Source: an optimization exercise on an open RTL-to-GDS flow (aim: small area). Production flows keep margins and buffers that such runs may drop. Only simulation tests tie the RTL to the original design; equivalence was not proved.

## the previous run
==> flow/design.v (excerpt) <==
module segmental_snr_meter
#(
	parameter int MAX_FRAME_LENGTH = 4096
) (
	input  logic        clk,
	input  logic        arst_n,
	input  logic        s_axis_tvalid,
	output logic        s_axis_tready,
	input  logic [31:0] s_axis_tdata,   
	input  logic        s_axis_tlast,
	output logic        m_axis_tvalid,
	input  logic        m_axis_tready,
	output logic [31:0] m_axis_tdata,   
	output logic [1:0]  m_axis_tuser,   
	input  logic        cfg_valid,
	output logic        cfg_ready,
	input  logic [12:0] cfg_data
);
Size: roughly 2,300 cells after synthesis, about 380 flip-flops, roughly 88 I/O pins.
Settings: LEC_CHECK=0, CAP_MARGIN=20, CORE_MARGIN=2, CORE_UTILIZATION=40, SLEW_MARGIN=20; clock period 15.0 ns.
run.sh (not shown) runs the stock make flow with config.mk's settings and CLKGATE_MAP_FILE= SYNTH_SCRIPT=/design/flow/synth_recipe.tcl, a recipe that flattens the netlist after the stock synthesis.
Setup changes, the previous run to the current run
--- a/flow/design.v
+++ b/flow/design.v
@@ -507,23 +507,22 @@
 	localparam logic [2:0] A_RSH  = 3'd6;
 	localparam logic [3:0] B_ZERO  = 4'd0;
 	localparam logic [3:0] B_SQ0   = 4'd1;
 	localparam logic [3:0] B_SQ4   = 4'd2;
 	localparam logic [3:0] B_SQH4  = 4'd3;
 	localparam logic [3:0] B_S     = 4'd4;
 	localparam logic [3:0] B_FE    = 4'd5;
 	localparam logic [3:0] B_D     = 4'd6;
 	localparam logic [3:0] B_NL    = 4'd7;
 	localparam logic [3:0] B_N     = 4'd8;
 	localparam logic [3:0] B_CONST = 4'd9;
-	localparam logic [3:0] B_Q16   = 4'd10;
 	logic [4:0]  st;
 	logic        mvalid_q, nfr0, ffirst, stopf, a1, b1, c1, sat;
 	logic [11:0] lm1, pos;
 	logic [1:0]  which;
 	logic [2:0]  ph;
 	logic [4:0]  cnt;
 	logic        lastq, closeq, osat, segv, zs, ze, qp, negd;
 	logic [51:0] r_q;
 	logic [43:0] fe_q;
 	logic [50:0] s_q;
 	logic [51:0] e_q;
@@ -572,27 +571,26 @@
 			A_KFR:   aa = {30'd0, k_q, fr_q};
 			A_E:     aa = e_q;
 			A_RSH:   aa = {15'd0, {18{r_q[43]}}, r_q[43:25]};
 			default: aa = '0;
 		endcase
 		unique case (bsel)
 			B_SQ0:   bb = {20'd0, sq_q};
 			B_SQ4:   bb = {16'd0, sq_q, 4'd0};
 			B_SQH4:  bb = {32'd0, sq_q[31:16], 4'd0};
 			B_S:     bb = {1'b0, s_q};
 			B_FE:    bb = {8'd0, fe_q};
-			B_D:     bb = {{15{d_q[36]}}, d_q};
+			B_D:     bb = {11'd0, {4{d_q[36]}}, d_q};    
 			B_NL:    bb = {15'd0, n_q, 16'd0};
 			B_N:     bb = {31'd0, n_q};
 			B_CONST: bb = cval;
-			B_Q16:   bb = {36'd0, r_q[15:0]};
 			default: bb = '0;
 		endcase
 	end
 	ssnr_add52 u_add (.a(aa), .b(bb ^ {52{binv}}), .cin(cin), .s(alu));
 	logic        wr_r, wr_fe, wr_s, wr_e, wr_d, wr_n;
 	logic [1:0]  rsh;        
 	logic        qbit;
 	logic        r_zero;
 	logic        rovf;
 	logic        cbit;
 	assign r_zero = (r_q == '0);
@@ -720,29 +718,32 @@
 				asel = A_R;
 				bsel = B_N;
 				wr_r = 1'b1;
 			end
 			S_DIV: begin
 				asel = A_R;
 				bsel = B_NL;
 				binv = qp;
 				cin  = qp;
 				wr_r = 1'b1;
 				rsh  = 2'd1;
-				qbit = !alu[51];
+				qbit = !alu[40] ^ negd;
 			end
 			S_SEG: begin
-				bsel = r_q[15] ? B_CONST : B_Q16;
-				cval = negd ? {{36{1'b1}}, 16'h8000} : 52'd32767;
-				binv = !r_q[15] && negd;
-				cin  = !r_q[15] && negd;
+				if (r_q[15] ^ negd) begin
+					bsel = B_CONST;
+					cval = negd ? {{36{1'b1}}, 16'h8000} : 52'd32767;
+				end else begin
+					asel = A_R;
+					cin  = negd;
+				end
 				wr_r = 1'b1;
 			end
 			default: ;
 		endcase
 	end
 	always_ff @(posedge clk or negedge arst_n) begin
 		if (!arst_n) begin
 			st       <= S_IDLE;
 			mvalid_q <= 1'b0;
 			nfr0     <= 1'b1;
 			ffirst   <= 1'b1;
@@ -878,23 +879,23 @@
 				which <= 2'd2;
 				k_q   <= 6'd51;
 			end
 			S_SNR: osat <= sat || spec;
 			S_SEG0: segv <= 1'b0;
 			S_DX1: negd <= d_q[36];
 			S_DX2: begin
 				qp  <= 1'b1;
 				cnt <= 5'd0;
 			end
 			S_DIV: begin
-				qp  <= !alu[51];
+				qp  <= !alu[40];
 				cnt <= cnt + 5'd1;
 			end
 			S_SEG: segv <= 1'b1;
 			default: ;
 		endcase
 	end
 	assign s_axis_tready = a1;
 	assign cfg_ready     = (st == S_IDLE) && !a1 && !b1 && !c1 && !stopf;
 	assign m_axis_tvalid = mvalid_q;
 	assign m_axis_tdata  = {r_q[15:0], fe_q[15:0]};
 	assign m_axis_tuser  = {osat, segv};
==> comparison <==
Cell at the slowest stage of the critical path: nor4_2 -> the current run, nor4_1 -> the previous run
Where global-route wire length before repair is concerned, the previous run is better than the current run.
Delta (the current run minus the previous run): fraction of the core area covered by cells at the end of the flow lower; worst slack after detailed placement lower.
The previous run → the current run: die area rose 1700 um2, overall global routing resource usage fell 0.34 points.

==> afterwards: timing with drivers on the ports <==
How much do the figures lean on ideal ports? The routed layouts below were timed once more, with nothing changed but the port constraints.
Step 1 sets driving cells, clkbuf_16 on the clock port and buf_2 on the other inputs (assumed; they add their load-dependent delay and slew).
Step 2, shift: input delay + t, output delay - t, t = (earliest + latest rising clock arrival at the registers) / 2. This alone moves slack from input paths to output paths.
Slacks: no drivers / after step 1 / after step 2; pairs: no drivers / after step 1.
run	shift t [ns]	slack for setup (ns)	worst register clock-pin slew, ns
the previous run	0.621	1.198 / 1.198 / 1.198	0.07 / 0.07
the current run	0.645	0.820 / 0.820 / 0.820	0.07 / 0.07
After both steps every run listed still meets setup and hold.
